From an optimization exercise on the open Yosys and OpenROAD flow, aimed at small area, a short achievable clock period and few clock cycles; shortcuts taken in it are not production practice.
At most, simulation tests tie the RTL to the original design; equivalence was not proved.
Power figures rest on the tool's default switching activity, not on a simulated workload.

Design tl_ul_bios, start of the top module:
module tl_ul_bios (
    input  logic                              clk,
    input  logic                              reset,
    input  logic                              a_valid,
    output logic                              a_ready,
    input  logic [2:0]                        a_opcode,
    input  logic [2:0]                        a_size,
    input  logic [tl_bios_pkg::SID_W-1:0]     a_source,
    input  logic [tl_bios_pkg::ADDR_W-1:0]    a_address,
    input  logic [tl_bios_pkg::STRB_W-1:0]    a_mask,
    input  logic [tl_bios_pkg::XLEN-1:0]      a_data,
    output logic                              d_valid,
    input  logic                              d_ready,
    output logic [2:0]                        d_opcode,
    output logic [2:0]                        d_size,
    output logic [tl_bios_pkg::SID_W-1:0]     d_source,
    output logic [tl_bios_pkg::XLEN-1:0]      d_data,
    output logic                              d_denied
);
    localparam int WORDS = BIOS_BYTES / 4;
    typedef struct packed {
        logic [4:0]      idx;       
        logic [1:0]      lane;      
        logic [2:0]      size;      
        logic [1:0]      source;    
        logic            ack_data;  
        logic            denied;
        logic            rd;        
        logic            half;      
        logic            word;      
        logic [3:0]      wbe;       
        logic [XLEN-1:0] wdata;     
    } req_t;
    logic        is_get, is_put;
    logic        bad_size, misaligned, past_end, bad_mask, deny;
    logic [3:0]  lanes;
    logic [1:0]  a_lane;
    req_t        a_req;
    assign a_lane = a_address[1:0];
    assign is_get = (a_opcode == OP_GET);
  ...
==> module tl_ul_bios, before the edit <==
module tl_ul_bios (
    input  logic                              clk,
    input  logic                              reset,
    input  logic                              a_valid,
    output logic                              a_ready,
    input  logic [2:0]                        a_opcode,
    input  logic [2:0]                        a_size,
    input  logic [tl_bios_pkg::SID_W-1:0]     a_source,
    input  logic [tl_bios_pkg::ADDR_W-1:0]    a_address,
    input  logic [tl_bios_pkg::STRB_W-1:0]    a_mask,
    input  logic [tl_bios_pkg::XLEN-1:0]      a_data,
    output logic                              d_valid,
    input  logic                              d_ready,
    output logic [2:0]                        d_opcode,
    output logic [2:0]                        d_size,
    output logic [tl_bios_pkg::SID_W-1:0]     d_source,
    output logic [tl_bios_pkg::XLEN-1:0]      d_data,
    output logic                              d_denied
);
    localparam int WORDS = BIOS_BYTES / 4;
    typedef struct packed {
        logic [4:0]      idx;       
        logic [1:0]      lane;      
        logic [2:0]      size;      
        logic [1:0]      source;    
        logic            ack_data;  
        logic            denied;
        logic            rd;        
        logic            half;      
        logic            word;      
        logic [3:0]      wbe;       
        logic [XLEN-1:0] wdata;     
    } req_t;
    logic        is_get, is_put;
    logic        bad_size, misaligned, past_end, bad_mask, deny;
    logic [3:0]  lanes;
    logic [1:0]  a_lane;
    req_t        a_req;
    assign a_lane = a_address[1:0];
    assign is_get = (a_opcode == OP_GET);
    assign is_put = (a_opcode == OP_PUT_FULL);
    assign bad_size = (a_size > SIZE_WORD);
    assign past_end = |a_address[ADDR_W-1:MEM_IDX_W];
    always_comb begin
        case (a_size)
            SIZE_HALF: misaligned = a_lane[0];
            SIZE_WORD: misaligned = |a_lane;
            default:   misaligned = 1'b0;
        endcase
    end
    always_comb begin
        case (a_size[1:0])
            2'd0:    lanes = 4'b0001 << a_lane;
            2'd1:    lanes = a_lane[1] ? 4'b1100 : 4'b0011;
            default: lanes = 4'b1111;
        endcase
    end
    assign bad_mask = is_put && (a_mask != lanes);
    assign deny     = (!is_get && !is_put) | bad_size | misaligned | past_end | bad_mask;
    always_comb begin
        a_req.idx      = a_address[MEM_IDX_W-1:2];
        a_req.lane     = a_lane;
        a_req.size     = a_size;
        a_req.source   = a_source;
        a_req.ack_data = !is_put;
        a_req.denied   = deny;
        a_req.rd       = is_get && !deny;
        a_req.half     = (a_size[1:0] == 2'd1);
        a_req.word     = a_size[1];
        a_req.wbe      = (is_put && !deny) ? lanes : 4'b0000;
        a_req.wdata[7:0]   = a_data[7:0];
        a_req.wdata[15:8]  = a_lane[0] ? a_data[7:0] : a_data[15:8];
        a_req.wdata[23:16] = a_lane[1] ? a_data[7:0] : a_data[23:16];
        a_req.wdata[31:24] = a_lane[0] ? a_data[7:0] :
                             a_lane[1] ? a_data[15:8] : a_data[31:24];
    end
    req_t  s0, s1, s1_d;
    req_t  s1_n;                 
    logic [WORDS-1:0] sel_lo, sel_hi, sel_lo_d, sel_hi_d;
    logic [WORDS-1:0] wsel, wsel_d;
    logic  s1_new_d;
    logic  s0_v, s1_v;
    logic  accept;
    logic  d_load;       
    logic  s1_free;      
    assign accept  = a_valid & a_ready;
    assign d_load  = ~d_valid | d_ready;
    assign s1_free = ~s1_v | d_load;
    always_ff @(posedge clk or posedge reset) begin
        if (reset) begin
            s0_v    <= 1'b0;
            s1_v    <= 1'b0;
            a_ready <= 1'b0;
        end else begin
            if (s1_free) begin
                s1_v <= s0_v | accept;
            end
            if (s0_v) begin
                s0_v    <= ~s1_free;
                a_ready <= s1_free;
            end else begin
                s0_v    <= accept & ~s1_free;
                a_ready <= ~(accept & ~s1_free);
            end
        end
    end
    always_comb begin
        s1_d = s0_v ? s0 : a_req;
        s1_n = s1_free ? s1_d : s1;
        s1_new_d = s1_free & (s0_v | accept);
        for (int w = 0; w < WORDS; w++) begin
            wsel_d[w]   = (s1_d.idx == 5'(w)) & s1_new_d & (|s1_d.wbe);
            sel_lo_d[w] = (s1_n.idx == 5'(w)) & s1_n.rd & (~s1_n.lane[1] | s1_n.word);
            sel_hi_d[w] = (s1_n.idx == 5'(w)) & s1_n.rd & (s1_n.lane[1] | s1_n.word);
        end
    end
    always_ff @(posedge clk) begin
        if (!s0_v) begin
            s0 <= a_req;
        end
        if (s1_free) begin
            s1 <= s1_d;
        end
    end
    always_ff @(posedge clk) begin
        wsel   <= wsel_d;
        sel_lo <= sel_lo_d;
        sel_hi <= sel_hi_d;
    end
    logic [WORDS-1:0][XLEN-1:0] mem;
    logic             mload;             
    logic [XLEN-1:0]  wd_one, wd_zero;   
    logic [XLEN-1:0]  rword;
    always_ff @(posedge clk) begin
        mload <= reset;
    end
    assign wd_one  = s1.wdata | {XLEN{mload}};
    assign wd_zero = s1.wdata & ~{XLEN{mload}};
    for (genvar w = 0; w < WORDS; w++) begin : g_word
        for (genvar b = 0; b < STRB_W; b++) begin : g_byte
            logic we;
            assign we = mload | (wsel[w] & s1.wbe[b]);
            for (genvar i = 0; i < 8; i++) begin : g_bit
                localparam logic IMG = BIOS_IMAGE[32*w + 8*b + i];
                always_ff @(posedge clk) begin
                    if (we) begin
                        mem[w][8*b + i] <= IMG ? wd_one[8*b + i] : wd_zero[8*b + i];
                    end
                end
            end
        end
    end
    always_comb begin
        rword = '0;
        for (int w = 0; w < WORDS; w++) begin
            rword[15:0]  = rword[15:0]  | (mem[w][15:0]  & {16{sel_lo[w]}});
            rword[31:16] = rword[31:16] | (mem[w][31:16] & {16{sel_hi[w]}});
        end
    end
    logic [XLEN-1:0] rdata;
    always_comb begin
        rdata[7:0]   = s1.lane[0] ? (rword[15:8] | rword[31:24]) :
                                    (rword[7:0]  | (rword[23:16] & {8{~s1.word}}));
        rdata[15:8]  = s1.word ? rword[15:8] :
                       s1.half ? (rword[15:8] | rword[31:24]) : 8'h00;
        rdata[31:16] = s1.word ? rword[31:16] : 16'h0000;
    end
    assign d_opcode[2:1] = 2'b00;
    always_ff @(posedge clk or posedge reset) begin
        if (reset) begin
            d_valid <= 1'b0;
        end else if (d_load) begin
            d_valid <= s1_v;
        end
    end
    always_ff @(posedge clk or posedge reset) begin
        if (reset) begin
            d_opcode[0] <= 1'b0;
            d_size      <= '0;
            d_source    <= '0;
            d_denied    <= 1'b0;
            d_data      <= '0;
        end else if (d_load) begin
            d_opcode[0] <= s1.ack_data;
            d_size   <= s1.size;
            d_source <= s1.source;
            d_denied <= s1.denied;
            d_data   <= rdata;
        end
    end
endmodule
==> flow/config.mk <==
export PLATFORM = sky130hd
export DESIGN_NAME = tl_ul_bios
export DESIGN_NICKNAME = tl_ul_bios
export VERILOG_FILES = /design/flow/design.v
export SDC_FILE = /design/flow/constraint.sdc
export NUM_CORES = 4
export LEC_CHECK = 0
export CAP_MARGIN = 20
export CORE_MARGIN = 2
export CORE_UTILIZATION = 60
export CTS_CLUSTER_DIAMETER = 100
export CTS_CLUSTER_SIZE = 30
export SETUP_SLACK_MARGIN = 3.1
export SLEW_MARGIN = 20
==> flow/constraint.sdc <==
create_clock -name core_clock -period 5.5 [get_ports {clk}]
set_input_delay 1.1000 -clock core_clock [delete_from_list [all_inputs] [get_ports {clk}]]
set_output_delay 1.1000 -clock core_clock [all_outputs]
set_load 0.01 [all_outputs]
run.sh (not shown) runs the stock make flow with config.mk's settings and CLKGATE_MAP_FILE= SYNTH_SCRIPT=/design/flow/synth_recipe.tcl, a recipe that flattens the netlist after the stock synthesis.
Change:
--- a/flow/design.v
+++ b/flow/design.v
@@ -100,11 +100,10 @@
     end
     req_t  s0, s1, s1_d;
     req_t  s1_n;                 
     logic [WORDS-1:0] sel_lo, sel_hi, sel_lo_d, sel_hi_d;
-    logic [WORDS-1:0] wsel, wsel_d;
-    logic  s1_new_d;
     logic  s0_v, s1_v;
+    logic  s1_new;       
     logic  accept;
     logic  d_load;       
     logic  s1_free;      
     assign accept  = a_valid & a_ready;
@@ -113,12 +112,16 @@
     always_ff @(posedge clk or posedge reset) begin
         if (reset) begin
             s0_v    <= 1'b0;
             s1_v    <= 1'b0;
+            s1_new  <= 1'b0;
             a_ready <= 1'b0;
         end else begin
             if (s1_free) begin
-                s1_v <= s0_v | accept;
+                s1_v   <= s0_v | accept;
+                s1_new <= s0_v | accept;
+            end else begin
+                s1_new <= 1'b0;
             end
             if (s0_v) begin
                 s0_v    <= ~s1_free;
                 a_ready <= s1_free;
@@ -130,11 +133,9 @@
     end
     always_comb begin
         s1_d = s0_v ? s0 : a_req;
         s1_n = s1_free ? s1_d : s1;
-        s1_new_d = s1_free & (s0_v | accept);
         for (int w = 0; w < WORDS; w++) begin
-            wsel_d[w]   = (s1_d.idx == 5'(w)) & s1_new_d & (|s1_d.wbe);
             sel_lo_d[w] = (s1_n.idx == 5'(w)) & s1_n.rd & (~s1_n.lane[1] | s1_n.word);
             sel_hi_d[w] = (s1_n.idx == 5'(w)) & s1_n.rd & (s1_n.lane[1] | s1_n.word);
         end
     end
@@ -146,25 +147,24 @@
             s1 <= s1_d;
         end
     end
     always_ff @(posedge clk) begin
-        wsel   <= wsel_d;
         sel_lo <= sel_lo_d;
         sel_hi <= sel_hi_d;
     end
     logic [WORDS-1:0][XLEN-1:0] mem;
-    logic             mload;             
+    logic [WORDS-1:0] wsel;
+    logic [3:0]       wbe_now;           
     logic [XLEN-1:0]  wd_one, wd_zero;   
     logic [XLEN-1:0]  rword;
-    always_ff @(posedge clk) begin
-        mload <= reset;
-    end
-    assign wd_one  = s1.wdata | {XLEN{mload}};
-    assign wd_zero = s1.wdata & ~{XLEN{mload}};
+    assign wd_one  = s1.wdata | {XLEN{reset}};
+    assign wd_zero = s1.wdata & ~{XLEN{reset}};
+    assign wbe_now = s1.wbe & {4{s1_new}};
     for (genvar w = 0; w < WORDS; w++) begin : g_word
+        assign wsel[w] = (s1.idx == 5'(w));
         for (genvar b = 0; b < STRB_W; b++) begin : g_byte
             logic we;
-            assign we = mload | (wsel[w] & s1.wbe[b]);
+            assign we = reset | (wsel[w] & wbe_now[b]);
             for (genvar i = 0; i < 8; i++) begin : g_bit
                 localparam logic IMG = BIOS_IMAGE[32*w + 8*b + i];
                 always_ff @(posedge clk) begin
                     if (we) begin
What happened:
- worst hold slack stays flat
- die area goes down by 1.7%
- total power goes down by 1.1%
- core utilization grows by 1.2 points
- non-clock buffer count climbs by 113
- synthesized area fell by 1.7%
Testbench counts after the change, summed over its fixed seeds: cycles 16,024.
Only the layout flow was run in the first run of this note; the RTL was not checked for function there.


Setup of Q:
Another version of the RTL of tl_ul_bios (not shown whole).
For scale: ~2700 cells after synthesis, roughly 1200 flip-flops.
==> module tl_ul_bios, before the edit <==
module tl_ul_bios (
    input  logic                              clk,
    input  logic                              reset,
    input  logic                              a_valid,
    output logic                              a_ready,
    input  logic [2:0]                        a_opcode,
    input  logic [2:0]                        a_size,
    input  logic [tl_bios_pkg::SID_W-1:0]     a_source,
    input  logic [tl_bios_pkg::ADDR_W-1:0]    a_address,
    input  logic [tl_bios_pkg::STRB_W-1:0]    a_mask,
    input  logic [tl_bios_pkg::XLEN-1:0]      a_data,
    output logic                              d_valid,
    input  logic                              d_ready,
    output logic [2:0]                        d_opcode,
    output logic [2:0]                        d_size,
    output logic [tl_bios_pkg::SID_W-1:0]     d_source,
    output logic [tl_bios_pkg::XLEN-1:0]      d_data,
    output logic                              d_denied
);
    localparam int WORDS = BIOS_BYTES / 4;
    typedef struct packed {
        logic [4:0]      idx;       
        logic [1:0]      lane;      
        logic [2:0]      size;      
        logic [1:0]      source;    
        logic            ack_data;  
        logic            denied;    
        logic [XLEN-1:0] wdata;     
    } req_t;
    logic        is_get, is_put;
    logic        bad_size, misaligned, past_end, bad_mask, deny;
    logic [3:0]  lanes;
    logic [1:0]  a_lane;
    req_t        a_req;
    assign a_lane = a_address[1:0];
    assign is_get = (a_opcode == OP_GET);
    assign is_put = (a_opcode == OP_PUT_FULL);
    assign bad_size = (a_size > SIZE_WORD);
    assign past_end = |a_address[ADDR_W-1:MEM_IDX_W];
    always_comb begin
        case (a_size)
            SIZE_HALF: misaligned = a_lane[0];
            SIZE_WORD: misaligned = |a_lane;
            default:   misaligned = 1'b0;
        endcase
    end
    always_comb begin
        case (a_size[1:0])
            2'd0:    lanes = 4'b0001 << a_lane;
            2'd1:    lanes = a_lane[1] ? 4'b1100 : 4'b0011;
            default: lanes = 4'b1111;
        endcase
    end
    assign bad_mask = is_put && (a_mask != lanes);
    assign deny     = (!is_get && !is_put) | bad_size | misaligned | past_end | bad_mask;
    always_comb begin
        a_req.idx      = a_address[MEM_IDX_W-1:2];
        a_req.lane     = a_lane;
        a_req.size     = a_size;
        a_req.source   = a_source;
        a_req.ack_data = !is_put;
        a_req.denied   = deny;
        a_req.wdata[7:0]   = a_data[7:0];
        a_req.wdata[15:8]  = a_lane[0] ? a_data[7:0] : a_data[15:8];
        a_req.wdata[23:16] = a_lane[1] ? a_data[7:0] : a_data[23:16];
        a_req.wdata[31:24] = a_lane[0] ? a_data[7:0] :
                             a_lane[1] ? a_data[15:8] : a_data[31:24];
    end
    req_t  s0, s1, s1_d;
    req_t  s1_n;                 
    logic  s1_n_rd;              
    logic [WORDS-1:0] sel_lo, sel_hi, sel_lo_d, sel_hi_d;
    logic [WORDS-1:0] wsel_n, wsel_n_d;
    logic  s1_new;       
    logic  s0_v, s1_v;
    logic  accept;
    logic  d_load;       
    logic  s1_free;      
    assign accept  = a_valid & a_ready;
    assign d_load  = ~d_valid | d_ready;
    assign s1_free = ~s1_v | d_load;
    always_ff @(posedge clk or posedge reset) begin
        if (reset) begin
            s0_v    <= 1'b0;
            s1_v    <= 1'b0;
            s1_new  <= 1'b0;
            a_ready <= 1'b0;
        end else begin
            s1_new <= s1_free & (s0_v | accept);
            if (s1_free) begin
                s1_v <= s0_v | accept;
            end
            if (s0_v) begin
                s0_v    <= ~s1_free;
                a_ready <= s1_free;
            end else begin
                s0_v    <= accept & ~s1_free;
                a_ready <= ~(accept & ~s1_free);
            end
        end
    end
    always_comb begin
        s1_d = s0_v ? s0 : a_req;
        s1_n = s1_free ? s1_d : s1;
        s1_n_rd = s1_n.ack_data & ~s1_n.denied;
        for (int w = 0; w < WORDS; w++) begin
            wsel_n_d[w] = ~((s1_d.idx == 5'(w)) | reset);
            sel_lo_d[w] = (s1_n.idx == 5'(w)) & s1_n_rd & (~s1_n.lane[1] | s1_n.size[1]);
            sel_hi_d[w] = (s1_n.idx == 5'(w)) & s1_n_rd & (s1_n.lane[1] | s1_n.size[1]);
        end
    end
    always_ff @(posedge clk) begin
        if (!s0_v) begin
            s0 <= a_req;
        end
        if (s1_free) begin
            s1 <= s1_d;
        end
    end
    always_ff @(posedge clk) begin
        wsel_n <= wsel_n_d;
        sel_lo <= sel_lo_d;
        sel_hi <= sel_hi_d;
    end
    logic [WORDS-1:0][XLEN-1:0] mem;
    logic             mload;             
    logic [3:0]       s0_lanes;
    logic [3:0]       wbe_now_n;         
    logic [XLEN-1:0]  wd_one, wd_zero;   
    logic [XLEN-1:0]  rword;
    always_ff @(posedge clk) begin
        mload <= reset;
    end
    assign wd_one  = s0.wdata | {XLEN{mload}};
    assign wd_zero = s0.wdata & ~{XLEN{mload}};
    always_comb begin
        case (s0.size[1:0])
            2'd0:    s0_lanes = 4'b0001 << s0.lane;
            2'd1:    s0_lanes = s0.lane[1] ? 4'b1100 : 4'b0011;
            default: s0_lanes = 4'b1111;
        endcase
    end
    assign wbe_now_n = ~((s0_lanes & {4{s1_new & ~s0.ack_data & ~s0.denied}}) | {4{mload}});
    for (genvar w = 0; w < WORDS; w++) begin : g_word
        for (genvar b = 0; b < STRB_W; b++) begin : g_byte
            logic we;
            assign we = ~(wsel_n[w] | wbe_now_n[b]);
            for (genvar i = 0; i < 8; i++) begin : g_bit
                localparam logic IMG = BIOS_IMAGE[32*w + 8*b + i];
                always_ff @(posedge clk) begin
                    if (we) begin
                        mem[w][8*b + i] <= IMG ? wd_one[8*b + i] : wd_zero[8*b + i];
                    end
                end
            end
        end
    end
    always_comb begin
        rword = '0;
        for (int w = 0; w < WORDS; w++) begin
            rword[15:0]  = rword[15:0]  | (mem[w][15:0]  & {16{sel_lo[w]}});
            rword[31:16] = rword[31:16] | (mem[w][31:16] & {16{sel_hi[w]}});
        end
    end
    logic [XLEN-1:0] rdata;
    always_comb begin
        rdata[7:0]   = s1.lane[0] ? (rword[15:8] | rword[31:24]) :
                                    (rword[7:0]  | (rword[23:16] & {8{~s1.size[1]}}));
        rdata[15:8]  = s1.size[1] ? rword[15:8] :
                       s1.size[0] ? (rword[15:8] | rword[31:24]) : 8'h00;
        rdata[31:16] = s1.size[1] ? rword[31:16] : 16'h0000;
    end
    assign d_opcode[2:1] = 2'b00;
    always_ff @(posedge clk or posedge reset) begin
        if (reset) begin
            d_valid <= 1'b0;
        end else if (d_load) begin
            d_valid <= s1_v;
        end
    end
    always_ff @(posedge clk or posedge reset) begin
        if (reset) begin
            d_opcode[0] <= 1'b0;
            d_size      <= '0;
            d_source    <= '0;
            d_denied    <= 1'b0;
            d_data      <= '0;
        end else if (d_load) begin
            d_opcode[0] <= s1.ack_data;
            d_size   <= s1.size;
            d_source <= s1.source;
            d_denied <= s1.denied;
            d_data   <= rdata;
        end
    end
endmodule
==> flow/config.mk <==
export PLATFORM = sky130hd
export DESIGN_NAME = tl_ul_bios
export DESIGN_NICKNAME = tl_ul_bios
export VERILOG_FILES = /design/flow/design.v
export SDC_FILE = /design/flow/constraint.sdc
export NUM_CORES = 4
export LEC_CHECK = 0
export CAP_MARGIN = 20
export CORE_MARGIN = 2
export CORE_UTILIZATION = 70
export CTS_CLUSTER_DIAMETER = 100
export CTS_CLUSTER_SIZE = 30
export SETUP_SLACK_MARGIN = 3.2
export SLEW_MARGIN = 20
==> flow/constraint.sdc <==
create_clock -name core_clock -period 5.5 [get_ports {clk}]
set_input_delay 1.1000 -clock core_clock [delete_from_list [all_inputs] [get_ports {clk}]]
set_output_delay 1.1000 -clock core_clock [all_outputs]
set_load 0.01 [all_outputs]
standard.sh (not shown) runs the stock make flow with config.mk's settings and CLKGATE_MAP_FILE= SYNTH_SCRIPT=/design/flow/synth_recipe.tcl, a recipe that flattens the netlist after the stock synthesis.
==> flow/flow/run.sh <==
#!/bin/bash
# Standard layout, except that sizing may swap a cell for one of another
# footprint and the port buffers are buf_2 instead of the smallest buffer.
set -euo pipefail
bash standard.sh synth > flow_synth.log 2>&1
bash standard.sh MATCH_CELL_FOOTPRINT=0 "BUFFER_PORTS_ARGS=-buffer_cell sky130_fd_sc_hd__buf_2" finish > flow_layout.log 2>&1
Testbench counts of Q, summed over its fixed seeds: cycles 16,024.
Input-level comparison between R and Q:
diff --git a/flow/design.v b/flow/design.v
--- a/flow/design.v
+++ b/flow/design.v
@@ -49,5 +49,9 @@
         logic [1:0]      source;    
         logic            ack_data;  
-        logic            denied;    
+        logic            denied;
+        logic            rd;        
+        logic            half;      
+        logic            word;      
+        logic [3:0]      wbe;       
         logic [XLEN-1:0] wdata;     
     } req_t;
@@ -85,4 +89,8 @@
         a_req.ack_data = !is_put;
         a_req.denied   = deny;
+        a_req.rd       = is_get && !deny;
+        a_req.half     = (a_size[1:0] == 2'd1);
+        a_req.word     = a_size[1];
+        a_req.wbe      = (is_put && !deny) ? lanes : 4'b0000;
         a_req.wdata[7:0]   = a_data[7:0];
         a_req.wdata[15:8]  = a_lane[0] ? a_data[7:0] : a_data[15:8];
@@ -93,5 +101,4 @@
     req_t  s0, s1, s1_d;
     req_t  s1_n;                 
-    logic  s1_n_rd;              
     logic [WORDS-1:0] sel_lo, sel_hi, sel_lo_d, sel_hi_d;
     logic [WORDS-1:0] wsel_n, wsel_n_d;
@@ -127,9 +134,8 @@
         s1_d = s0_v ? s0 : a_req;
         s1_n = s1_free ? s1_d : s1;
-        s1_n_rd = s1_n.ack_data & ~s1_n.denied;
         for (int w = 0; w < WORDS; w++) begin
             wsel_n_d[w] = ~((s1_d.idx == 5'(w)) | reset);
-            sel_lo_d[w] = (s1_n.idx == 5'(w)) & s1_n_rd & (~s1_n.lane[1] | s1_n.size[1]);
-            sel_hi_d[w] = (s1_n.idx == 5'(w)) & s1_n_rd & (s1_n.lane[1] | s1_n.size[1]);
+            sel_lo_d[w] = (s1_n.idx == 5'(w)) & s1_n.rd & (~s1_n.lane[1] | s1_n.word);
+            sel_hi_d[w] = (s1_n.idx == 5'(w)) & s1_n.rd & (s1_n.lane[1] | s1_n.word);
         end
     end
@@ -149,5 +155,4 @@
     logic [WORDS-1:0][XLEN-1:0] mem;
     logic             mload;             
-    logic [3:0]       s0_lanes;
     logic [3:0]       wbe_now_n;         
     logic [XLEN-1:0]  wd_one, wd_zero;   
@@ -158,12 +163,5 @@
     assign wd_one  = s0.wdata | {XLEN{mload}};
     assign wd_zero = s0.wdata & ~{XLEN{mload}};
-    always_comb begin
-        case (s0.size[1:0])
-            2'd0:    s0_lanes = 4'b0001 << s0.lane;
-            2'd1:    s0_lanes = s0.lane[1] ? 4'b1100 : 4'b0011;
-            default: s0_lanes = 4'b1111;
-        endcase
-    end
-    assign wbe_now_n = ~((s0_lanes & {4{s1_new & ~s0.ack_data & ~s0.denied}}) | {4{mload}});
+    assign wbe_now_n = ~((s0.wbe & {4{s1_new}}) | {4{mload}});
     for (genvar w = 0; w < WORDS; w++) begin : g_word
         for (genvar b = 0; b < STRB_W; b++) begin : g_byte
@@ -190,8 +188,8 @@
     always_comb begin
         rdata[7:0]   = s1.lane[0] ? (rword[15:8] | rword[31:24]) :
-                                    (rword[7:0]  | (rword[23:16] & {8{~s1.size[1]}}));
-        rdata[15:8]  = s1.size[1] ? rword[15:8] :
-                       s1.size[0] ? (rword[15:8] | rword[31:24]) : 8'h00;
-        rdata[31:16] = s1.size[1] ? rword[31:16] : 16'h0000;
+                                    (rword[7:0]  | (rword[23:16] & {8{~s1.word}}));
+        rdata[15:8]  = s1.word ? rword[15:8] :
+                       s1.half ? (rword[15:8] | rword[31:24]) : 8'h00;
+        rdata[31:16] = s1.word ? rword[31:16] : 16'h0000;
     end
     assign d_opcode[2:1] = 2'b00;
## What came out
Between Q and R, the flow reports weighted congestion reported at the end of routability-driven placement increasing by a few percent.
Looking at shortest clock period the worst path allows after layout, R sits above Q.
The lower achievable frequency of Q and R is in R.
From Q to R the numbers moved as follows: largest stage delay on the critical path now sits higher, share of the clock period used by the worst path now sits higher, clock sink count now sits higher, buffer count from post-CTS setup fixing now sits higher, total CTS buffers now sits higher.
Number of detailed-route iterations in the first pass: R higher than Q
R against Q; full die area is up slightly.
R vs Q — cell depth of the worst flop-to-flop path dropped 1.
Setup skew after layout (R over Q): increase, 0.0081 ns
Compared R vs Q, and share of the core filled with cells in the final layout is up in R.
The RTL of R was laid out without a check of its function.

-- port drivers added, routing unchanged --
In the flow no input, the clock included, has a driving cell. The finished layouts below were timed again as built, in two steps. Step 1 (the two cells are an assumption about what drives the block):
set clk [get_ports {clk}]
set_driving_cell -lib_cell sky130_fd_sc_hd__clkbuf_16 $clk
set_driving_cell -lib_cell sky130_fd_sc_hd__buf_2 [delete_from_list [all_inputs] $clk]
Step 2, shift: input delay + t, output delay - t, t = (earliest + latest rising clock arrival at the registers) / 2. This alone moves slack from input paths to output paths. Slacks: ideal / step 1 / step 2; pairs: ideal / step 1.
run	shift t [ns]	slack for setup (ns)	worst register clock-pin slew, ns
the first run of note 1	0.716	3.070 / 3.026 / 2.424	0.12 / 0.12
the second run of note 1	0.720	3.089 / 3.021 / 2.472	0.12 / 0.12
Q	0.710	3.078 / 3.010 / 2.620	0.12 / 0.12
R	0.713	3.064 / 3.032 / 2.394	0.12 / 0.12
After both steps setup and hold are still met in every run listed. For R, which loses most, drivers alone change the setup slack by -0.032 ns; drivers and shift together by -0.670 ns.
